This design comes from an exercise in tuning for small area on the open sky130 flow, not from production work. Function was checked by simulation only, so behaviour that the tests miss may differ from the original.

==> flow/design.v <==
package cordic_pkg;
  localparam int NSTAGES_DEF = 11;
endpackage
module cordic_stage (input logic a, output logic y);
  assign y = a;
endmodule
module cordic
(
  input  logic               clk,
  input  logic               reset,
  input  logic               enable,
  input  logic signed [30:0] i_xval,
  input  logic signed [30:0] i_yval,
  input  logic        [11:0] i_phase,
  output logic signed [31:0] o_xval,
  output logic signed [31:0] o_yval
);
  logic [3:0] cnt;
  always_ff @(posedge clk) begin
    if (reset) cnt <= '0;
    else if (enable && cnt != 4'd12) cnt <= cnt + 4'd1;
  end
  logic [31:0] ax, ay;
  logic [1:0]  aq;
  logic [9:0]  ap;
  logic        qd_x, qd_y;
  assign qd_x = (i_phase[11:10] == 2'd2);
  assign qd_y = (i_phase[11:10] == 2'd1);
  always_ff @(posedge clk) begin
    if (enable) begin
      ax <= {i_xval[30], i_xval} - {31'd0, qd_x};
      ay <= {i_yval[30], i_yval} - {31'd0, qd_y};
      aq <= i_phase[11:10];
      ap <= i_phase[9:0];
    end
  end
  logic        n1;
  logic        mx_x, my_x, c_x, mx_y, my_y, c_y;
  logic [31:0] hx, hy;
  logic signed [15:0] r1, r2;
  assign r1 = {2'b00, ap, 4'b0000} - 16'd8192;
  assign n1 = r1[15];
  assign r2 = n1 ? r1 + 16'sd4836 : r1 - 16'sd4836;
  always_comb begin
    case ({aq, n1})
      3'd0: {mx_x, my_x, c_x} = 3'b011;
      3'd1: {mx_x, my_x, c_x} = 3'b100;
      3'd2: {mx_x, my_x, c_x} = 3'b111;
      3'd3: {mx_x, my_x, c_x} = 3'b000;
      3'd4: {mx_x, my_x, c_x} = 3'b100;
      3'd5: {mx_x, my_x, c_x} = 3'b011;
      3'd6: {mx_x, my_x, c_x} = 3'b000;
      3'd7: {mx_x, my_x, c_x} = 3'b111;
      default: {mx_x, my_x, c_x} = 3'b000;
    endcase
    case (aq)
      2'd0: {mx_y, my_y, c_y} = 3'b000;
      2'd1: {mx_y, my_y, c_y} = 3'b010;
      2'd2: {mx_y, my_y, c_y} = 3'b111;
      2'd3: {mx_y, my_y, c_y} = 3'b101;
      default: {mx_y, my_y, c_y} = 3'b000;
    endcase
  end
  assign hx = (ax ^ {32{mx_x}}) + (ay ^ {32{my_x}}) + {31'd0, c_x};
  assign hy = (ax ^ {32{mx_y}}) + (ay ^ {32{my_y}}) + {31'd0, c_y};
  logic [34:0] xr [1:10];
  logic [34:0] yr [1:10];
  logic        nr [1:10];
  logic [32:0] fx, fy;   
  logic [11:0] rr2;   
  logic [12:0] rr3;   
  logic [10:0] rr4;   
  logic [10:0] rr5;   
  logic [9:0] rr6;   
  logic [7:0] rr7;   
  logic [7:0] rr8;   
  logic [5:0] rr9;   
  logic [4:0] rr10;   
  always_ff @(posedge clk) begin
    if (enable) begin
      xr[1] <= {hx, {3{n1}}};
      yr[1] <= {hy, 3'b000};
      nr[1] <= n1;
      rr2   <= r2[13:2];
    end
  end
  logic signed [13:0] rf2;
  assign rf2 = {rr2, 2'd0};
  logic nn1;
  assign nn1 = rf2[13];
  logic signed [14:0] rn3;
  assign rn3 = nn1 ? rf2 + 15'sd2555 : rf2 - 15'sd2555;
  logic signed [34:0] xq1, yq1;
  logic [34:0] xs1, ys1, xn1, yn1;
  assign xq1 = xr[1];
  assign yq1 = yr[1];
  assign xs1 = xq1 >>> 1;
  assign ys1 = yq1 >>> 1;
  assign xn1 = xr[1] - ys1;
  assign yn1 = yr[1] + xs1 + {34'd0, nr[1]};
  always_ff @(posedge clk) begin
    if (enable) begin
      xr[2] <= xn1 ^ {35{nr[1] ^ nn1}};
      yr[2] <= yn1;
      nr[2] <= nn1;
      rr3 <= rn3[12:0];
    end
  end
  logic signed [12:0] rf3;
  assign rf3 = rr3;
  logic nn2;
  assign nn2 = rf3[12];
  logic signed [13:0] rn4;
  assign rn4 = nn2 ? rf3 + 14'sd1297 : rf3 - 14'sd1297;
  logic signed [34:0] xq2, yq2;
  logic [34:0] xs2, ys2, xn2, yn2;
  assign xq2 = xr[2];
  assign yq2 = yr[2];
  assign xs2 = xq2 >>> 2;
  assign ys2 = yq2 >>> 2;
  assign xn2 = xr[2] - ys2;
  assign yn2 = yr[2] + xs2 + {34'd0, nr[2]};
  always_ff @(posedge clk) begin
    if (enable) begin
      xr[3] <= xn2 ^ {35{nr[2] ^ nn2}};
      yr[3] <= yn2;
      nr[3] <= nn2;
      rr4 <= rn4[11:1];
    end
  end
  logic signed [11:0] rf4;
  assign rf4 = {rr4, 1'd0};
  logic nn3;
  assign nn3 = rf4[11];
  logic signed [12:0] rn5;
  assign rn5 = nn3 ? rf4 + 13'sd651 : rf4 - 13'sd651;
  logic signed [34:0] xq3, yq3;
  logic [34:0] xs3, ys3, xn3, yn3;
  assign xq3 = xr[3];
  assign yq3 = yr[3];
  assign xs3 = xq3 >>> 3;
  assign ys3 = yq3 >>> 3;
  assign xn3 = xr[3] - ys3;
  assign yn3 = yr[3] + xs3 + {34'd0, nr[3]};
  always_ff @(posedge clk) begin
    if (enable) begin
      xr[4] <= xn3 ^ {35{nr[3] ^ nn3}};
      yr[4] <= yn3;
      nr[4] <= nn3;
      rr5 <= rn5[10:0];
    end
  end
  logic signed [10:0] rf5;
  assign rf5 = rr5;
  logic nn4;
  assign nn4 = rf5[10];
  logic signed [11:0] rn6;
  assign rn6 = nn4 ? rf5 + 12'sd326 : rf5 - 12'sd326;
  logic signed [34:0] xq4, yq4;
  logic [34:0] xs4, ys4, xn4, yn4;
  assign xq4 = xr[4];
  assign yq4 = yr[4];
  assign xs4 = xq4 >>> 4;
  assign ys4 = yq4 >>> 4;
  assign xn4 = xr[4] - ys4;
  assign yn4 = yr[4] + xs4 + {34'd0, nr[4]};
  always_ff @(posedge clk) begin
    if (enable) begin
      xr[5] <= xn4 ^ {35{nr[4] ^ nn4}};
      yr[5] <= yn4;
      nr[5] <= nn4;
      rr6 <= rn6[9:0];
    end
  end
  logic signed [9:0] rf6;
  assign rf6 = rr6;
  logic nn5;
  assign nn5 = rf6[9];
  logic signed [10:0] rn7;
  assign rn7 = nn5 ? rf6 + 11'sd163 : rf6 - 11'sd163;
  logic signed [34:0] xq5, yq5;
  logic [34:0] xs5, ys5, xn5, yn5;
  assign xq5 = xr[5];
  assign yq5 = yr[5];
  assign xs5 = xq5 >>> 5;
  assign ys5 = yq5 >>> 5;
  assign xn5 = xr[5] - ys5;
  assign yn5 = yr[5] + xs5 + {34'd0, nr[5]};
  always_ff @(posedge clk) begin
    if (enable) begin
      xr[6] <= xn5 ^ {35{nr[5] ^ nn5}};
      yr[6] <= yn5;
      nr[6] <= nn5;
      rr7 <= rn7[8:1];
    end
  end
  logic signed [8:0] rf7;
  assign rf7 = {rr7, 1'd0};
  logic nn6;
  assign nn6 = rf7[8];
  logic signed [9:0] rn8;
  assign rn8 = nn6 ? rf7 + 10'sd81 : rf7 - 10'sd81;
  logic signed [34:0] xq6, yq6;
  logic [34:0] xs6, ys6, xn6, yn6;
  assign xq6 = xr[6];
  assign yq6 = yr[6];
  assign xs6 = xq6 >>> 6;
  assign ys6 = yq6 >>> 6;
  assign xn6 = xr[6] - ys6;
  assign yn6 = yr[6] + xs6 + {34'd0, nr[6]};
  always_ff @(posedge clk) begin
    if (enable) begin
      xr[7] <= xn6 ^ {35{nr[6] ^ nn6}};
      yr[7] <= yn6;
      nr[7] <= nn6;
      rr8 <= rn8[7:0];
    end
  end
  logic signed [7:0] rf8;
  assign rf8 = rr8;
  logic nn7;
  assign nn7 = rf8[7];
  logic signed [8:0] rn9;
  assign rn9 = nn7 ? rf8 + 9'sd41 : rf8 - 9'sd41;
  logic signed [34:0] xq7, yq7;
  logic [34:0] xs7, ys7, xn7, yn7;
  assign xq7 = xr[7];
  assign yq7 = yr[7];
  assign xs7 = xq7 >>> 7;
  assign ys7 = yq7 >>> 7;
  assign xn7 = xr[7] - ys7;
  assign yn7 = yr[7] + xs7 + {34'd0, nr[7]};
  always_ff @(posedge clk) begin
    if (enable) begin
      xr[8] <= xn7 ^ {35{nr[7] ^ nn7}};
      yr[8] <= yn7;
      nr[8] <= nn7;
      rr9 <= rn9[6:1];
    end
  end
  logic signed [6:0] rf9;
  assign rf9 = {rr9, 1'd0};
  logic nn8;
  assign nn8 = rf9[6];
  logic signed [7:0] rn10;
  assign rn10 = nn8 ? rf9 + 8'sd20 : rf9 - 8'sd20;
  logic signed [34:0] xq8, yq8;
  logic [34:0] xs8, ys8, xn8, yn8;
  assign xq8 = xr[8];
  assign yq8 = yr[8];
  assign xs8 = xq8 >>> 8;
  assign ys8 = yq8 >>> 8;
  assign xn8 = xr[8] - ys8;
  assign yn8 = yr[8] + xs8 + {34'd0, nr[8]};
  always_ff @(posedge clk) begin
    if (enable) begin
      xr[9] <= xn8 ^ {35{nr[8] ^ nn8}};
      yr[9] <= yn8;
      nr[9] <= nn8;
      rr10 <= rn10[5:1];
    end
  end
  logic signed [5:0] rf10;
  assign rf10 = {rr10, 1'd0};
  logic nn9;
  assign nn9 = rf10[5];
  logic signed [34:0] xq9, yq9;
  logic [34:0] xs9, ys9, xn9, yn9;
  assign xq9 = xr[9];
  assign yq9 = yr[9];
  assign xs9 = xq9 >>> 9;
  assign ys9 = yq9 >>> 9;
  assign xn9 = xr[9] - ys9;
  assign yn9 = yr[9] + xs9 + {34'd0, nr[9]};
  always_ff @(posedge clk) begin
    if (enable) begin
      xr[10] <= xn9 ^ {35{nr[9] ^ nn9}};
      yr[10] <= yn9;
      nr[10] <= nn9;
    end
  end
  logic signed [34:0] xq10, yq10;
  logic [34:0] xs10, ys10, xn10, yn10;
  assign xq10 = xr[10];
  assign yq10 = yr[10];
  assign xs10 = xq10 >>> 10;
  assign ys10 = yq10 >>> 10;
  assign xn10 = xr[10] - ys10;
  assign yn10 = yr[10] + xs10 + {34'd0, nr[10]};
  always_ff @(posedge clk) begin
    if (enable) begin
      fx <= xn10[34:2] ^ {33{nr[10]}};
      fy <= yn10[34:2];
    end
  end
  always_ff @(posedge clk) begin
    if (reset) begin
      o_xval <= '0;
      o_yval <= '0;
    end else if (enable) begin
      if (cnt == 4'd12) begin
        o_xval <= fx[32:1] + {31'd0, fx[0]};
        o_yval <= fy[32:1] + {31'd0, fy[0]};
      end else begin
        o_xval <= '0;
        o_yval <= '0;
      end
    end
  end
endmodule
==> flow/run.sh <==
#!/bin/bash
# synth_recipe.tcl (not shown) runs the flow's synth.tcl, then flattens the netlist and writes it again
# the make line also repeats each setting of config.mk as NAME=value (left out here)
make -C /OpenROAD-flow-scripts/flow DESIGN_CONFIG=/design/flow/config.mk WORK_HOME=/design/flow/orfs CLKGATE_MAP_FILE= SYNTH_SCRIPT=/design/flow/synth_recipe.tcl finish
==> flow/config.mk <==
export PLATFORM = sky130hd
export DESIGN_NAME = cordic
export DESIGN_NICKNAME = cordic
export VERILOG_FILES = /design/flow/design.v
export SDC_FILE = /design/flow/constraint.sdc
export NUM_CORES = 4
export LEC_CHECK = 0
export CAP_MARGIN = 20
export CORE_MARGIN = 2
export CORE_UTILIZATION = 40
export SLEW_MARGIN = 20
==> flow/constraint.sdc <==
create_clock -name core_clock -period 5.0 [get_ports {clk}]
set_input_delay 1.0000 -clock core_clock [delete_from_list [all_inputs] [get_ports {clk}]]
set_output_delay 1.0000 -clock core_clock [all_outputs]
set_load 0.01 [all_outputs]
==> key figures, run 1 <==
CTS
  – Clk pin slew, worst setup/hold paths: about 0.06 ns
  – Number of hold buffers added after CTS: 0
  – CTS sink count: approximately 980
  – Htree depth: 3
  – Worst-Skew Late Latency: just under 0.8 ns
  – Root buffer selected by CTS: clkbuf_16
  – CTS max path bufs: 3
  – CTS tree: done
  – CTS Buf Count: approximately 120
  – # resized after CTS: 0
  – Post-CTS setup buffers: 0

Setup path
  – Critical path endpoint category: flop
  – R2r startpoint: aq[0]$_DFFE_PP_
  – Worst-path fanout max: 11
  – R2R Path End: yr[1][31]$_DFFE_PP_
  – Critical path class: reg2reg
  – FF-to-FF path depth: 19
  – WP data arrival: 5.19 ns
  – Register-to-register setup slack: ~0.32 ns
  – Critical Path RT: 5.51 ns
  – Crit start category: flop

STA
  – Final setup TNS: 0 ns
  – Slew headroom: 40.3%
  – Min Clock Period, post-route: roughly 4.7 ns
  – Final Max Slew Viols: 0
  – Clk_skew: approximately 0.043 ns
  – Hold WS: about 0.45 ns
  – Max Fclk: between 200 and 250 MHz
  – Fin crit share: between 90% and 100%
  – Final hold vios: 0
  – Unrepaired setup endpoints after global routing: no
  – Worst slew pin tran: 0.889 ns
  – # setup viols final: 0

Routing
  – Drt pass-1 iters: 7
  – DR vias: between 50000 and 60000
  – Remaining routing DRC violations: 0
  – Vias/cell: around 5.2
  – Routed WL: about 180000 µm
  – WL per Instance: approximately 18 µm
  – Drt initial violations: approximately 1900
  – Detail Route Antenna Nets: 0

Run
  – # Max-Cap Violations: 0

Die
  – Die Ht: ~430 µm
  – Initial core utilization: 40.3%
  – Row Count: around 160
  – Core area: 0.183 mm²
  – Ports: 141
  – DIE WIDTH: roughly 430 µm
  – Die area: between 0.15 and 0.2 mm²

Synth
  – Seq/Total Area, Yosys: roughly 39%
  – EDFF count, synth: about 900
  – Syn Nets: 8227
  – Syn. warnings: 4
  – Async S/R FF share, synth: 0%
  – Count of different cell masters after synthesis: 95
  – Cells after Synth: between 7000 and 8000
  – Ys flop type: edfxtp_1
  – Synthesized area per cell: about 10 µm²
  – Yosys reg bits: approximately 980
  – Netlist Area Pre-Place: approximately 0.074 mm²

GRT
  – Largest net degree at the start of global routing: around 150
  – First-pass GRT wire length: approximately 280000 µm
  – Vias in the first global route: 54100
  – Total global-route track usage: between 10% and 20%
  – Initial antenna violation count: 0
  – Total gr overflow: 0

Finish
  – Design Area, Final: ~0.083 mm²
  – Layout cells sized above 1: between 4 and 5%
  – Final nets: around 8500
  – Most frequent cells in the layout: xnor2_1, edfxtp_1, ha_1
  – P&R area growth vs syn: 11.8%
  – Most common cell after layout, fill and taps aside: xnor2_1
  – Antenna Cells: 0

Placed design
  – Area after DPL: ~0.079 mm²
  – HPWL Detailed: ~150000 µm
  – I/O Buffers: 140
  – Routability Congestion: between 1 and 1.5

Worst hold path
  – Hold EP: o_yval[31]$_SDFFE_PP0P_
  – Hold Path Class: reg2reg
  – Min-delay src: o_yval[31]$_SDFFE_PP0P_
  – Depth of the worst hold-timing path: 2

Outcome
  – Status: no timing/DRC/antenna violations
cell usage after synthesis, drive strengths merged (37+ instances only):
library cell / instances / share of area, %
a211oi: 52 / 0.54
a21o: 390 / 4.0
a21oi: 607 / 4.1
a22oi: 64 / 0.65
a31oi: 60 / 0.52
and2: 46 / 0.39
and3: 77 / 0.65
clkbuf: 78 / 0.40
dfxtp: 68 / 1.8
edfxtp: 915 / 37
ha: 786 / 13
inv: 512 / 2.6
nand2: 319 / 1.6
nand2b: 129 / 1.1
nand3: 169 / 1.1
nand4: 58 / 0.49
nor2: 450 / 2.3
nor2b: 124 / 1.0
nor3: 114 / 0.77
o21a: 92 / 0.93
o21ai: 349 / 2.4
o21bai: 83 / 0.84
or3: 37 / 0.31
xnor2: 934 / 11
xor2: 392 / 4.6
how the worst max path moves through the flow:
stage	end	depth (start not counted)	startpoint
floorplan	yr[1][31]$_DFFE_PP_	17	aq[0]$_DFFE_PP_
global placement	yr[1][31]$_DFFE_PP_	20	aq[0]$_DFFE_PP_
detailed placement	yr[1][31]$_DFFE_PP_	19	aq[0]$_DFFE_PP_
CTS	yr[1][31]$_DFFE_PP_	19	aq[0]$_DFFE_PP_
global route	yr[1][31]$_DFFE_PP_	19	aq[0]$_DFFE_PP_
finish	yr[1][31]$_DFFE_PP_	19	aq[0]$_DFFE_PP_
metrics by stage:
stage | worst slack (ns) | instances | utilization [%]
finish | 0.323 | 10100 | 45.1
global route | 0.0726 | 10100 | 45.1
CTS | 0.285 | 10100 | 45.1
detailed placement | 0.258 | 9905 | 43.0
global placement | 0.198 | 9904 | 43.0
floorplan | 0.737 | 7338 | -
kinds of logic (layout without fill, tap and decap cells):
kind of cell    count (synthesis)  after routing  share of synthesized area [%]
buf+inv                       604            925                           3.07
xor+xnor                     1326           1326                           15.7
fa+ha+maj                     812            812                           14.0
compound gates               1973           1973                           17.3
simple gates                 1636           1636                           11.0
mux                             4              4                         0.0541
flops                         983            983                           39.0
layout make-up:
class	instances	area, µm²
fillers	17500	101000
multi-input cells	5751	43100
flip-flops and latches	983	28800
clock buffers	149	3170
well taps	2464	3080
repair buffers	195	1930
inverters	512	1920
clock inverters	69	744
critical path, stage by stage, from the launching register on:
cell	delay (ns)
edfxtp_1	0.45
inv_1	0.16
ha_2	0.30
buf_4	0.20
xnor2_1	0.18
fa_1	0.43
a21o_1	0.19
a21oi_1	0.21
nand2b_1	0.19
a211oi_1	0.09
buf_4	0.16
nor3_1	0.32
o31ai_1	0.11
buf_4	0.16
o311ai_0	0.43
a41oi_1	0.19
buf_4	0.20
o31a_1	0.26
mux2i_1	0.15
nand2_1	0.06
registers in the layout, indices dropped and copies added (netlist names), 9 cells and up:
name / flops
rr3: 11
rr2: 11
ay: 32
fy: 33
ap: 10
rr4: 11
o_yval: 32
o_xval: 32
ax: 32
fx: 33
xr: 347
yr: 345
rr6: 9
rr5: 10
layer usage:
layer | up-vias | part of all wire (%) | wire [µm] | GRT usage [%]
li1 | 27100 | - | - | -
met1 | 24400 | 34 | 60500 | 16.3
met2 | 872 | 56 | 100000 | 38.7
met3 | 469 | 2.3 | 4040 | 2.09
met4 | 0 | 7.9 | 14200 | 13.3
met5 | - | 0 | 0 | 0
==> run 2: changes to the inputs <==
--- a/flow/design.v
+++ b/flow/design.v
@@ -2,6 +2,26 @@
   localparam int NSTAGES_DEF = 11;
 endpackage
-module cordic_stage (input logic a, output logic y);
-  assign y = a;
+module cordic_add #(parameter int N = 35) (
+  input  logic [N-1:0] a,
+  input  logic [N-1:0] b,
+  input  logic         ci,
+  output logic [N-1:0] s
+);
+  logic [N-1:0] p0, g0, G, P;
+  integer i, j, l;
+  assign p0 = a ^ b;
+  assign g0 = a & b;
+  always_comb begin
+    G = g0;
+    P = p0;
+    G[0] = g0[0] | (p0[0] & ci);
+    for (l = 1; l < N; l = l * 2)
+      for (j = 0; j < N; j = j + 1)
+        if ((j / l) % 2 == 1) begin
+          G[j] = G[j] | (P[j] & G[(j/l)*l-1]);
+          P[j] = P[j] & P[(j/l)*l-1];
+        end
+  end
+  assign s = p0 ^ {G[N-2:0], ci};
 endmodule
 module cordic
@@ -97,6 +117,6 @@
   assign xs1 = xq1 >>> 1;
   assign ys1 = yq1 >>> 1;
-  assign xn1 = xr[1] - ys1;
-  assign yn1 = yr[1] + xs1 + {34'd0, nr[1]};
+  cordic_add #(.N(35)) u_ax1 (.a(xr[1]), .b(~ys1), .ci(1'b1), .s(xn1));
+  cordic_add #(.N(35)) u_ay1 (.a(yr[1]), .b(xs1), .ci(nr[1]), .s(yn1));
   always_ff @(posedge clk) begin
     if (enable) begin
@@ -119,6 +139,6 @@
   assign xs2 = xq2 >>> 2;
   assign ys2 = yq2 >>> 2;
-  assign xn2 = xr[2] - ys2;
-  assign yn2 = yr[2] + xs2 + {34'd0, nr[2]};
+  cordic_add #(.N(35)) u_ax2 (.a(xr[2]), .b(~ys2), .ci(1'b1), .s(xn2));
+  cordic_add #(.N(35)) u_ay2 (.a(yr[2]), .b(xs2), .ci(nr[2]), .s(yn2));
   always_ff @(posedge clk) begin
     if (enable) begin
@@ -141,6 +161,6 @@
   assign xs3 = xq3 >>> 3;
   assign ys3 = yq3 >>> 3;
-  assign xn3 = xr[3] - ys3;
-  assign yn3 = yr[3] + xs3 + {34'd0, nr[3]};
+  cordic_add #(.N(35)) u_ax3 (.a(xr[3]), .b(~ys3), .ci(1'b1), .s(xn3));
+  cordic_add #(.N(35)) u_ay3 (.a(yr[3]), .b(xs3), .ci(nr[3]), .s(yn3));
   always_ff @(posedge clk) begin
     if (enable) begin
@@ -163,6 +183,6 @@
   assign xs4 = xq4 >>> 4;
   assign ys4 = yq4 >>> 4;
-  assign xn4 = xr[4] - ys4;
-  assign yn4 = yr[4] + xs4 + {34'd0, nr[4]};
+  cordic_add #(.N(35)) u_ax4 (.a(xr[4]), .b(~ys4), .ci(1'b1), .s(xn4));
+  cordic_add #(.N(35)) u_ay4 (.a(yr[4]), .b(xs4), .ci(nr[4]), .s(yn4));
   always_ff @(posedge clk) begin
     if (enable) begin
@@ -185,6 +205,6 @@
   assign xs5 = xq5 >>> 5;
   assign ys5 = yq5 >>> 5;
-  assign xn5 = xr[5] - ys5;
-  assign yn5 = yr[5] + xs5 + {34'd0, nr[5]};
+  cordic_add #(.N(35)) u_ax5 (.a(xr[5]), .b(~ys5), .ci(1'b1), .s(xn5));
+  cordic_add #(.N(35)) u_ay5 (.a(yr[5]), .b(xs5), .ci(nr[5]), .s(yn5));
   always_ff @(posedge clk) begin
     if (enable) begin
@@ -207,6 +227,6 @@
   assign xs6 = xq6 >>> 6;
   assign ys6 = yq6 >>> 6;
-  assign xn6 = xr[6] - ys6;
-  assign yn6 = yr[6] + xs6 + {34'd0, nr[6]};
+  cordic_add #(.N(35)) u_ax6 (.a(xr[6]), .b(~ys6), .ci(1'b1), .s(xn6));
+  cordic_add #(.N(35)) u_ay6 (.a(yr[6]), .b(xs6), .ci(nr[6]), .s(yn6));
   always_ff @(posedge clk) begin
     if (enable) begin
@@ -229,6 +249,6 @@
   assign xs7 = xq7 >>> 7;
   assign ys7 = yq7 >>> 7;
-  assign xn7 = xr[7] - ys7;
-  assign yn7 = yr[7] + xs7 + {34'd0, nr[7]};
+  cordic_add #(.N(35)) u_ax7 (.a(xr[7]), .b(~ys7), .ci(1'b1), .s(xn7));
+  cordic_add #(.N(35)) u_ay7 (.a(yr[7]), .b(xs7), .ci(nr[7]), .s(yn7));
   always_ff @(posedge clk) begin
     if (enable) begin
@@ -251,6 +271,6 @@
   assign xs8 = xq8 >>> 8;
   assign ys8 = yq8 >>> 8;
-  assign xn8 = xr[8] - ys8;
-  assign yn8 = yr[8] + xs8 + {34'd0, nr[8]};
+  cordic_add #(.N(35)) u_ax8 (.a(xr[8]), .b(~ys8), .ci(1'b1), .s(xn8));
+  cordic_add #(.N(35)) u_ay8 (.a(yr[8]), .b(xs8), .ci(nr[8]), .s(yn8));
   always_ff @(posedge clk) begin
     if (enable) begin
@@ -271,6 +291,6 @@
   assign xs9 = xq9 >>> 9;
   assign ys9 = yq9 >>> 9;
-  assign xn9 = xr[9] - ys9;
-  assign yn9 = yr[9] + xs9 + {34'd0, nr[9]};
+  cordic_add #(.N(35)) u_ax9 (.a(xr[9]), .b(~ys9), .ci(1'b1), .s(xn9));
+  cordic_add #(.N(35)) u_ay9 (.a(yr[9]), .b(xs9), .ci(nr[9]), .s(yn9));
   always_ff @(posedge clk) begin
     if (enable) begin
@@ -286,6 +306,6 @@
   assign xs10 = xq10 >>> 10;
   assign ys10 = yq10 >>> 10;
-  assign xn10 = xr[10] - ys10;
-  assign yn10 = yr[10] + xs10 + {34'd0, nr[10]};
+  cordic_add #(.N(35)) u_ax10 (.a(xr[10]), .b(~ys10), .ci(1'b1), .s(xn10));
+  cordic_add #(.N(35)) u_ay10 (.a(yr[10]), .b(xs10), .ci(nr[10]), .s(yn10));
   always_ff @(posedge clk) begin
     if (enable) begin
--- a/flow/config.mk
+++ b/flow/config.mk
@@ -9,3 +9,4 @@
 export CORE_MARGIN = 2
 export CORE_UTILIZATION = 40
+export CTS_BUF_LIST = sky130_fd_sc_hd__clkbuf_4 sky130_fd_sc_hd__clkbuf_8
 export SLEW_MARGIN = 20
==> run 2 against run 1 <==
Compared with the run above:
- still clean
- die area shrank 7.9%
- wire length down 24%
- fmax rose by 3.2%
- via count down 18%
- worst hold slack improved by 0.046 ns
- synthesized cell count is 17% lower
- critical path type unchanged
==> key figures, run 2 <==
Outcome
  – Status: no timing/DRC/antenna violations

STA
  – Worst slew pin tran: 1.02 ns (+0.136 ns)
  – Final hold vios: 0 (unchanged)
  – Slew headroom: 31.7% (-8.6 points)
  – Fin crit share: 90.6% (-2.9 points)
  – Clk_skew: 0.0412 ns (-0.00141 ns)
  – Final setup TNS: 0 ns (unchanged)
  – Hold WS: 0.497 ns (+0.0464 ns)
  – # setup viols final: 0 (unchanged)
  – Final Max Slew Viols: 0 (unchanged)
  – Min Clock Period, post-route: 4.53 ns (-0.145 ns)
  – Max Fclk: 221 MHz (+3.2%)
  – Unrepaired setup endpoints after global routing: no

GRT
  – First-pass GRT wire length: 222000 µm (-20%)
  – Total gr overflow: 0 (unchanged)
  – Total global-route track usage: 15.8% (-2.9 points)
  – Largest net degree at the start of global routing: 190 (+23%)
  – Initial antenna violation count: 2 (+2)
  – Vias in the first global route: 44700 (-17%)

Worst hold path
  – Hold Path Class: reg2reg

Synth
  – Yosys reg bits: 983 (unchanged)
  – Async S/R FF share, synth: 0% (unchanged)
  – Syn Nets: 7074 (-14%)
  – Yosys top cell area share: 40.3% (+3.2 points)
  – Count leader, synth: edfxtp_1
  – Synth top area cells: edfxtp_1, ha_1, xnor2_1, xor2_1, fa_1
  – Seq/Total Area, Yosys: 42.3% (+3.4 points)
  – Syn. warnings: 8 (+4)
  – Commonest cells in the netlist: edfxtp_1, xnor2_1, ha_1
  – Post-synth top area cell: edfxtp_1
  – Count of different cell masters after synthesis: 90 (-5.3%)
  – Netlist Area Pre-Place: 0.0681 mm² (-8.0%)
  – Ys flop type: edfxtp_1
  – EDFF count, synth: 915 (unchanged)
  – Synthesized area per cell: 11.2 µm² (+11%)
  – Cells after Synth: 6103 (-17%)

Die
  – Die Ht: 417 µm (-4.0%)
  – DIE WIDTH: 417 µm (-4.0%)
  – Ports: 141 (unchanged)
  – Initial core utilization: 40.2% (-0.10 points)
  – Die area: 0.174 mm² (-7.9%)
  – Row Count: 151 (-3.8%)
  – Core area: 0.169 mm² (-7.7%)

CTS
  – Clk pin slew, worst setup/hold paths: 0.05 ns (about the same)
  – CTS tree: done
  – CTS Buf Count: 175 (+48%)
  – CTS sink count: 983 (unchanged)
  – Worst-Skew Late Latency: 0.88 ns (+0.11 ns)
  – Htree depth: 4 (+1)
  – Root buffer selected by CTS: clkbuf_8
  – CTS max path bufs: 3 (unchanged)
  – Post-CTS setup buffers: 0 (unchanged)

Setup path
  – WP data arrival: 5.15 ns (-0.04 ns)
  – Critical path class: reg2reg
  – Crit start category: flop
  – Worst-path fanout max: 25 (+14)
  – Critical path endpoint category: flop
  – Critical Path RT: 5.62 ns (+0.11 ns)

Finish
  – Max reg flops: 347 (unchanged)
  – Design Area, Final: 0.0761 mm² (-8.1%)
  – Layout cells sized above 1: 6.21% (+1.9 points)
  – Most common cell after layout, fill and taps aside: edfxtp_1
  – P&R area growth vs syn: 11.7%
  – Most frequent cells in the layout: edfxtp_1, xnor2_1, ha_1
  – Fillers: 15800 (-9.3%)
  – Largest Register: xr
  – Biggest regs: xr (347), yr (345)
  – Final nets: 7350 (-13%)

Routing
  – Remaining routing DRC violations: 0 (unchanged)
  – Drt pass-1 iters: 5 (-2)
  – Vias/cell: 4.94 (-5.3%)
  – Drt initial violations: 1466 (-22%)
  – Detail Route Antenna Nets: 0 (unchanged)
  – Routed WL: 137000 µm (-24%)
  – WL per Instance: 15.6 µm (-12%)
  – DR vias: 43200 (-18%)

Run
  – # Max-Cap Violations: 0 (unchanged)

Placed design
  – Area after DPL: 0.0725 mm² (-8.0%)
  – Routability Congestion: 0.928 (-7.5%)
  – HPWL Detailed: 109000 µm (-25%)
  – I/O Buffers: 140 (unchanged)
## run 2: kinds of logic (layout without fill, tap and decap cells)
| logic type | Yosys count | after routing | synth area share [%] |
|---|---|---|---|
| AOI/OAI and AO/OA | 1277 | 1277 | 12.6 |
| xor gates and xnor gates | 1235 | 1235 | 15.9 |
| and+or+nand+nor | 1091 | 1091 | 7.92 |
| DFF | 983 | 983 | 42.3 |
| adders and majority gates | 894 | 894 | 17.8 |
| buffers and inverters | 619 | 1033 | 3.42 |
| muxes | 4 | 4 | 0.0588 |
| other | 0 | 3 | 0 |
## run 2: timing repair
item	in CTS	in global routing
hold buffers	0	0
resized for setup	0	1
setup endpoints to repair	0	2
## run 2: cell type report
type | count | area (µm²) | area share [%]
inverter | 540 | 2030 | 2.66
multi-input combinational | 4501 | 37100 | 48.8
clock buffer | 238 | 2930 | 3.85
clock inverter | 77 | 584 | 0.768
antenna | 3 | 7.51 | 0.00987
timing repair buffer | 178 | 1780 | 2.34
sequential | 983 | 28800 | 37.9
tap | 2218 | 2780 | 3.65
## run 2: worst max-delay path: stages, from the launching register on
cell      delay [ns]
edfxtp_1        0.43
inv_1           0.13
ha_1            0.33
buf_4           0.18
buf_4           0.38
xnor2_1         0.15
ha_1            0.40
a21oi_1         0.17
o21ai_0         0.14
a211o_1         0.31
a221o_1         0.38
o31ai_1         0.33
or2_2           0.19
a31oi_1         0.18
a21o_1          0.23
a21oi_1         0.23
xnor2_1         0.10
## run 2: stage by stage
stage                     util (%)  std cells  setup WS [ns]
after global routing          44.9       8738          0.221
after global placement        42.8       8420          0.350
final                         44.9       8738          0.468
after detailed placement      42.9       8420          0.268
after floorplan                  -       6103          0.706
after CTS                     44.9       8735          0.290
## run 2: final timing paths
kind | start | end | slack (ns) | depth (start not counted)
worst max-delay path | aq[0]$_DFFE_PP_ | yr[1][31]$_DFFE_PP_ | 0.47 | 16
worst min register to register | cnt[1]$_SDFFE_PP0P_ | cnt[1]$_SDFFE_PP0P_ | 0.50 | 2
worst max register to register | aq[0]$_DFFE_PP_ | yr[1][31]$_DFFE_PP_ | 0.47 | 16
worst min-delay path | cnt[1]$_SDFFE_PP0P_ | cnt[1]$_SDFFE_PP0P_ | 0.50 | 2
## run 2: metal layers
layer / GRT usage (%) / share of wire, % / vias to the layer above
met5: 0 / 0 / -
met4: 8.87 / 5.3 / 0
met3: 2.53 / 2.9 / 355
met2: 31.2 / 55 / 689
met1: 15.4 / 37 / 19700
li1: - / - / 22400
==> run 3: changes to the inputs <==
--- a/flow/config.mk
+++ b/flow/config.mk
@@ -9,4 +9,3 @@
 export CORE_MARGIN = 2
 export CORE_UTILIZATION = 40
-export CTS_BUF_LIST = sky130_fd_sc_hd__clkbuf_4 sky130_fd_sc_hd__clkbuf_8
 export SLEW_MARGIN = 20
==> run 3 against run 2 <==
Compared with the run above:
- clock skew decreased by 0.010 ns
- synthesized cell count is the same
- still clean on timing, DRC and antenna
- critical path type unchanged
- non-clock buffer count unchanged
- largest cell class unchanged
==> key figures, run 3 <==
Outcome
  – Status: no timing/DRC/antenna violations

Die
  – Core area: 0.169 mm² (unchanged)
  – Row Count: 151 (unchanged)
  – DIE WIDTH: 417 µm (unchanged)
  – Die area: 0.174 mm² (unchanged)
  – Die Ht: 417 µm (unchanged)
  – Ports: 141 (unchanged)
  – Initial core utilization: 40.2% (unchanged)

Finish
  – Final nets: 7289 (-0.83%)
  – Largest Register: xr
  – Multi-input logic area: 0.0371 mm² (unchanged)
  – P&R area growth vs syn: 11.9%
  – Most common cell after layout, fill and taps aside: edfxtp_1
  – Antenna Cells: 0 (-3)
  – Max reg flops: 347 (unchanged)
  – Fin util: 45.0% (+0.067 points)
  – Most frequent cells in the layout: edfxtp_1, xnor2_1, ha_1
  – Layout cells sized above 1: 4.50% (-1.7 points)
  – Fillers: 15800 (-0.51%)
  – Register area: 0.0288 mm² (unchanged)
  – Biggest regs: xr (347), yr (345)

Routing
  – Drt pass-1 iters: 5 (unchanged)
  – DR vias: 42800 (-0.88%)
  – Drt initial violations: 1445 (-1.4%)
  – WL per Instance: 15.7 µm (+0.50%)
  – Routed WL: 136000 µm (-0.70%)
  – Detail Route Antenna Nets: 0 (unchanged)
  – Remaining routing DRC violations: 0 (unchanged)
  – Vias/cell: 4.96 (+0.31%)

STA
  – Clk_skew: 0.0309 ns (-0.0104 ns)
  – Min Clock Period, post-route: 4.50 ns (-0.0371 ns)
  – Hold WS: 0.499 ns (+0.00154 ns)
  – Final setup TNS: 0 ns (unchanged)
  – Fin crit share: 89.9% (-0.74 points)
  – Max Fclk: 222 MHz (+0.83%)
  – Slew headroom: 31.0% (-0.71 points)
  – Unrepaired setup endpoints after global routing: no
  – Worst slew pin tran: 1.03 ns (+0.0107 ns)
  – # setup viols final: 0 (unchanged)
  – Final Max Slew Viols: 0 (unchanged)
  – Final hold vios: 0 (unchanged)

Synth
  – Ys flop type: edfxtp_1
  – Commonest cells in the netlist: edfxtp_1, xnor2_1, ha_1
  – Yosys top cell area share: 40.3% (unchanged)
  – Netlist Area Pre-Place: 0.0681 mm² (unchanged)
  – Seq/Total Area, Yosys: 42.3% (unchanged)
  – Count of different cell masters after synthesis: 90 (unchanged)
  – Syn. warnings: 8 (unchanged)
  – EDFF count, synth: 915 (unchanged)
  – Yosys reg bits: 983 (unchanged)
  – Synthesized area per cell: 11.2 µm² (unchanged)
  – Async S/R FF share, synth: 0% (unchanged)
  – Count leader, synth: edfxtp_1
  – Synth top area cells: edfxtp_1, ha_1, xnor2_1, xor2_1, fa_1
  – Cells after Synth: 6103 (unchanged)
  – Post-synth top area cell: edfxtp_1
  – Syn Nets: 7074 (unchanged)

CTS
  – Worst-Skew Late Latency: 0.74 ns (-0.14 ns)
  – Number of hold buffers added after CTS: 0 (unchanged)
  – Post-CTS setup buffers: 0 (unchanged)
  – CTS tree: done
  – CTS max path bufs: 3 (unchanged)
  – Clk pin slew, worst setup/hold paths: 0.06 ns (about the same)
  – CTS sink count: 983 (unchanged)
  – Root buffer selected by CTS: clkbuf_16
  – CTS Buf Count: 114 (-35%)
  – Htree depth: 3 (-1)

GRT
  – Initial antenna violation count: 0 (-2)
  – Largest net degree at the start of global routing: 190 (unchanged)
  – Total gr overflow: 0 (unchanged)
  – Vias in the first global route: 44100 (-1.4%)
  – First-pass GRT wire length: 221000 µm (-0.67%)
  – Total global-route track usage: 15.7% (-0.16 points)

Placed design
  – Routability Congestion: 0.928 (unchanged)
  – HPWL Detailed: 109000 µm (unchanged)
  – I/O Buffers: 140 (unchanged)

Setup path
  – Critical path endpoint category: flop
  – WP data arrival: 4.98 ns (-0.17 ns)
  – Register-to-register setup slack: 0.50 ns (+0.04 ns)
  – Crit start category: flop
  – Critical Path RT: 5.48 ns (-0.14 ns)
  – Critical path class: reg2reg
  – Worst-path fanout max: 25 (unchanged)

Worst hold path
  – Hold Path Class: reg2reg

Run
  – # Max-Cap Violations: 0 (unchanged)
==> run 3: metrics by stage <==
step           setup WS (ns)  std cells  instance area (µm²)
2_1_floorplan          0.706       6103                68100
3_3_place_gp           0.350       8420                72500
3_5_place_dp           0.268       8420                72500
4_1_cts                0.282       8634                76200
5_1_grt                0.214       8634                76200
6_report               0.505       8634                76200
==> run 3: final timing paths <==
kind                       startpoint                  end  cells past startpoint
setup / recovery      aq[0]$_DFFE_PP_  yr[1][31]$_DFFE_PP_                     16
hold / removal    cnt[1]$_SDFFE_PP0P_  cnt[1]$_SDFFE_PP0P_                      2
setup reg to reg      aq[0]$_DFFE_PP_  yr[1][31]$_DFFE_PP_                     16
hold reg to reg   cnt[1]$_SDFFE_PP0P_  cnt[1]$_SDFFE_PP0P_                      2
==> run 3: cells by family (layout without fill, tap and decap cells) <==
family	Yosys count	in the layout	share of synthesized area, %
xor+xnor	1235	1235	15.9
mux	4	4	0.0588
fa+ha+maj	894	894	17.8
compound gates	1277	1277	12.6
simple gates	1091	1091	7.92
flops	983	983	42.3
buf+inv	619	932	3.42
==> run 3: routing by layer <==
| layer | GRT usage (%) | vias up | share of wire (%) |
|---|---|---|---|
| met5 | 0 | - | 0 |
| met3 | 2.17 | 342 | 2.7 |
| met1 | 15.5 | 19500 | 37 |
| met2 | 31.0 | 621 | 54 |
| li1 | - | 22300 | - |
| met4 | 8.51 | 0 | 5.8 |
==> run 3: final cells by class <==
class | count | area share, %
timing repair buffer | 178 | 2.33
clock buffer | 149 | 4.08
tap | 2218 | 3.64
inverter | 540 | 2.66
sequential | 983 | 37.9
multi-input combinational | 4501 | 48.7
clock inverter | 65 | 0.695
==> run 3: critical path: stages, from the launching register on <==
cell,delay [ns]
edfxtp_1,0.43
inv_1,0.13
ha_1,0.33
buf_4,0.18
buf_4,0.38
xnor2_1,0.15
ha_1,0.40
a21oi_1,0.17
o21ai_0,0.15
a211o_1,0.31
a221o_1,0.37
o31ai_1,0.32
or2_2,0.19
a31oi_1,0.17
a21o_1,0.23
a21oi_1,0.23
xnor2_1,0.10
==> run 3: what timing repair did <==
action                     CTS  global route
resized for setup            0             1
setup endpoints to repair    0             2
hold endpoints to repair     0             0
==> run 4: changes to the inputs <==
--- a/flow/config.mk
+++ b/flow/config.mk
@@ -8,4 +8,5 @@
 export CAP_MARGIN = 20
 export CORE_MARGIN = 2
-export CORE_UTILIZATION = 40
+export CORE_UTILIZATION = 60
+export CTS_BUF_LIST = sky130_fd_sc_hd__clkbuf_8
 export SLEW_MARGIN = 20
==> run 4 against run 3 <==
Compared with the run above:
- still clean
- flip-flop and latch count unchanged
- critical path depth down 1
- non-clock buffer count up 6
- cell area down 1.4%
- fmax down 2.5%
- die area down 33%
- highest routed layer unchanged
==> key figures, run 4 <==
Synth
  – Netlist Area Pre-Place: 0.0681 mm² (unchanged)
  – Commonest cells in the netlist: edfxtp_1, xnor2_1, ha_1
  – Async S/R FF share, synth: 0% (unchanged)
  – EDFF count, synth: 915 (unchanged)
  – Post-synthesis compound-gate area fraction: 12.6% (unchanged)
  – Largest family of logic cells by synthesized area: adder cells
  – Seq/Total Area, Yosys: 42.3% (unchanged)
  – Post-synthesis adder-cell area fraction: 17.8% (unchanged)
  – Post-Synth Simple-Gate Area: 7.92% (unchanged)
  – Count leader, synth: edfxtp_1
  – Synthesized area per cell: 11.2 µm² (unchanged)
  – Mux contribution to synthesized area: 0.0588% (unchanged)
  – Cells after Synth: 6103 (unchanged)
  – Yosys top cell area share: 40.3% (unchanged)
  – Syn. warnings: 8 (unchanged)
  – Post-synth top area cell: edfxtp_1
  – Syn Nets: 7074 (unchanged)
  – Yosys reg bits: 983 (unchanged)
  – Ys flop type: edfxtp_1
  – Synth top area cells: edfxtp_1, ha_1, xnor2_1, xor2_1, fa_1
  – Count of different cell masters after synthesis: 90 (unchanged)
  – Xor-xnor portion of the synthesized cell area: 15.9% (unchanged)

Worst hold path
  – Depth of the worst hold-timing path: 2 (unchanged)
  – Hold Path Class: reg2reg

Routing
  – Remaining routing DRC violations: 0 (unchanged)
  – WL per Instance: 17.5 µm (+11%)
  – Routed WL: 140000 µm (+3.4%)
  – Drt initial violations: 1506 (+4.2%)
  – DR vias: 43600 (+2.0%)
  – Drt pass-1 iters: 5 (unchanged)
  – Vias/cell: 5.44 (+9.7%)
  – Detail Route Antenna Nets: 0 (unchanged)

Finish
  – Most common cell after layout, fill and taps aside: edfxtp_1
  – Register area: 0.0288 mm² (unchanged)
  – Fillers: 8820 (-44%)
  – Largest Register: xr
  – Max reg flops: 347 (unchanged)
  – Layout cells sized above 1: 5.52% (+1.0 points)
  – Final nets: 7356 (+0.92%)
  – Biggest regs: xr (347), yr (345)
  – Most frequent cells in the layout: edfxtp_1, xnor2_1, ha_1
  – Multi-input logic area: 0.0371 mm² (unchanged)
  – P&R area growth vs syn: 10.3%

GRT
  – First-pass GRT wire length: 224000 µm (+1.6%)
  – Total global-route track usage: 24.6% (+8.9 points)
  – Initial antenna violation count: 1 (+1)
  – Total gr overflow: 0 (unchanged)
  – Largest net degree at the start of global routing: 143 (-25%)
  – Vias in the first global route: 45500 (+3.3%)

STA
  – Final setup TNS: 0 ns (unchanged)
  – Clk_skew: 0.0352 ns (+0.00436 ns)
  – Fin crit share: 92.2% (+2.3 points)
  – Unrepaired setup endpoints after global routing: no
  – Worst slew pin tran: 0.967 ns (-0.0674 ns)
  – # setup viols final: 0 (unchanged)
  – Slew headroom: 35.3% (+4.3 points)
  – Max Fclk: 217 MHz (-2.5%)
  – Final hold vios: 0 (unchanged)
  – Final Max Slew Viols: 0 (unchanged)
  – Min Clock Period, post-route: 4.61 ns (+0.113 ns)

Setup path
  – WP data arrival: 5.16 ns (+0.18 ns)
  – Critical path class: reg2reg
  – Critical Path RT: 5.55 ns (+0.07 ns)
  – Buf/Inv on CP: 1 (-2)
  – CP dominant cell by count: a21o_1
  – Delay-heaviest family, CP: compound AO/OA/AOI/OAI gates
  – FF-to-FF path depth: 15 (-1)
  – Master of the slowest instance on the critical path: a2111oi_0
  – Worst-path fanout max: 33 (+32%)
  – Crit-path cells: xnor2_2, buf_4, xnor2_1, ha_1, a21o_1, a21o_1, a2111oi_0, o31ai_1, a21oi_1, o21ai_1, o22ai_1, nor4b_1, o31a_1, nor2_1, xor2_1
  – CP Depth: 15 (-1)
  – Critical path endpoint category: flop
  – Crit start category: flop
  – Largest stage delay, worst path: 0.65 ns (+0.22 ns)

CTS
  – CTS Buf Count: 175 (+54%)
  – Clk pin slew, worst setup/hold paths: 0.06 ns (about the same)
  – CTS tree: done
  – Number of hold buffers added after CTS: 0 (unchanged)
  – Worst-Skew Late Latency: 0.85 ns (+0.11 ns)
  – CTS sink count: 983 (unchanged)
  – CTS max path bufs: 3 (unchanged)
  – Root buffer selected by CTS: clkbuf_8
  – Htree depth: 4 (+1)

Die
  – Die area: 0.116 mm² (-33%)
  – Row Count: 123 (-19%)
  – Ports: 141 (unchanged)
  – DIE WIDTH: 341 µm (-18%)
  – Initial core utilization: 60.5% (+20 points)
  – Core area: 0.112 mm² (-34%)
  – Die Ht: 341 µm (-18%)

Run
  – # Max-Cap Violations: 0 (unchanged)

Outcome
  – Status: no timing/DRC/antenna violations

Placed design
  – HPWL Detailed: 114000 µm (+4.7%)
  – I/O Buffers: 140 (unchanged)
  – Routability Congestion: 0.994 (+7.1%)
run 4: kinds of logic (layout without fill, tap and decap cells):
group           count (synthesis)  after routing
compound gates               1277           1277
xor+xnor                     1235           1235
simple gates                 1091           1091
flops                         983            983
fa+ha+maj                     894            894
buf+inv                       619           1040
mux                             4              4
other cells                     0              1
run 4: what timing repair did:
action	4_1_cts	5_1_grt
buffers inserted	0	0
gates resized for setup	0	1
setup endpoints to repair	0	1
run 4: per-stage QoR:
| stage | util [%] | hold WS [ns] | cell area (µm²) | cells | worst slack (ns) |
|---|---|---|---|---|---|
| finish | 66.8 | 0.504 | 75100 | 8025 | 0.392 |
| global route | 66.8 | 0.525 | 75100 | 8025 | 0.000353 |
| CTS | 66.8 | 0.507 | 75100 | 8024 | 0.379 |
| detailed placement | 63.7 | 0.499 | 71700 | 7708 | 0.426 |
| global placement | 63.7 | 0.485 | 71700 | 7708 | 0.534 |
| floorplan | - | 0.421 | 68100 | 6103 | 0.706 |
run 4: final timing paths:
| path | slack (ns) | start | endpoint |
|---|---|---|---|
| setup / recovery | 0.39 | ap[9]$_DFFE_PP_ | xr[1][34]$_DFFE_PP_ |
| hold / removal | 0.50 | cnt[1]$_SDFFE_PP0P_ | cnt[1]$_SDFFE_PP0P_ |
| setup reg to reg | 0.39 | ap[9]$_DFFE_PP_ | xr[1][34]$_DFFE_PP_ |
| hold reg to reg | 0.50 | cnt[1]$_SDFFE_PP0P_ | cnt[1]$_SDFFE_PP0P_ |
run 4: final cells by class:
type / instances / area share [%]
Sequential cell: 983 / 38.4
Clock inverter: 128 / 1.10
Inverter: 540 / 2.70
Clock buffer: 188 / 3.44
Multi-Input combinational cell: 4501 / 49.4
Timing Repair Buffer: 184 / 2.43
Antenna cell: 1 / 0.00333
Tap cell: 1500 / 2.50
run 4: worst reg2reg max path, delay by kind of cell, from the launching register on:
family	cells	cell delay, ns
and+or+nand+nor	2	0.24
adders and majority gates	1	0.36
AOI/OAI and AO/OA	8	2.32
DFF	1	0.43
buffers and inverters	1	0.48
xor gates and xnor gates	3	0.49
run 4: per-layer routing:
layer	vias to the layer above	wire length, µm	GRT usage, %	share of wire [%]
li1	22400	-	-	-
met1	20100	44700	20.6	32
met2	715	81300	51.0	58
met3	386	3760	3.60	2.7
met4	0	10500	17.1	7.5
met5	-	0	0	0

[afterwards: timing with drivers on the ports]
Ports are ideal in the flow. The routed layouts listed here were re-timed in OpenROAD.
Step 1: set_driving_cell puts a clkbuf_16 on clk and a buf_2 on each other input, an assumption about the parent block.
Step 2 adds t to the input delays and takes it off the output delays; t is the mean of the earliest and latest rising clock arrival at the registers after step 1. Input paths then give back, and output paths get back, about the clock's delay inside the block.
a / b / c = no drivers / after step 1 / after step 2; a / b = the first two.
| run | t, ns | setup WS [ns] | worst hold slack (ns) |
|---|---|---|---|
| run 1 | 0.826 | 0.323 / 0.323 / 0.323 | 0.451 / 0.451 / 0.451 |
| run 2 | 0.941 | 0.468 / 0.468 / 0.468 | 0.497 / 0.497 / 0.497 |
| run 3 | 0.800 | 0.505 / 0.505 / 0.505 | 0.499 / 0.499 / 0.499 |
| run 4 | 0.908 | 0.392 / 0.392 / 0.392 | 0.504 / 0.504 / 0.504 |
After both steps setup and hold are still met in every run listed.
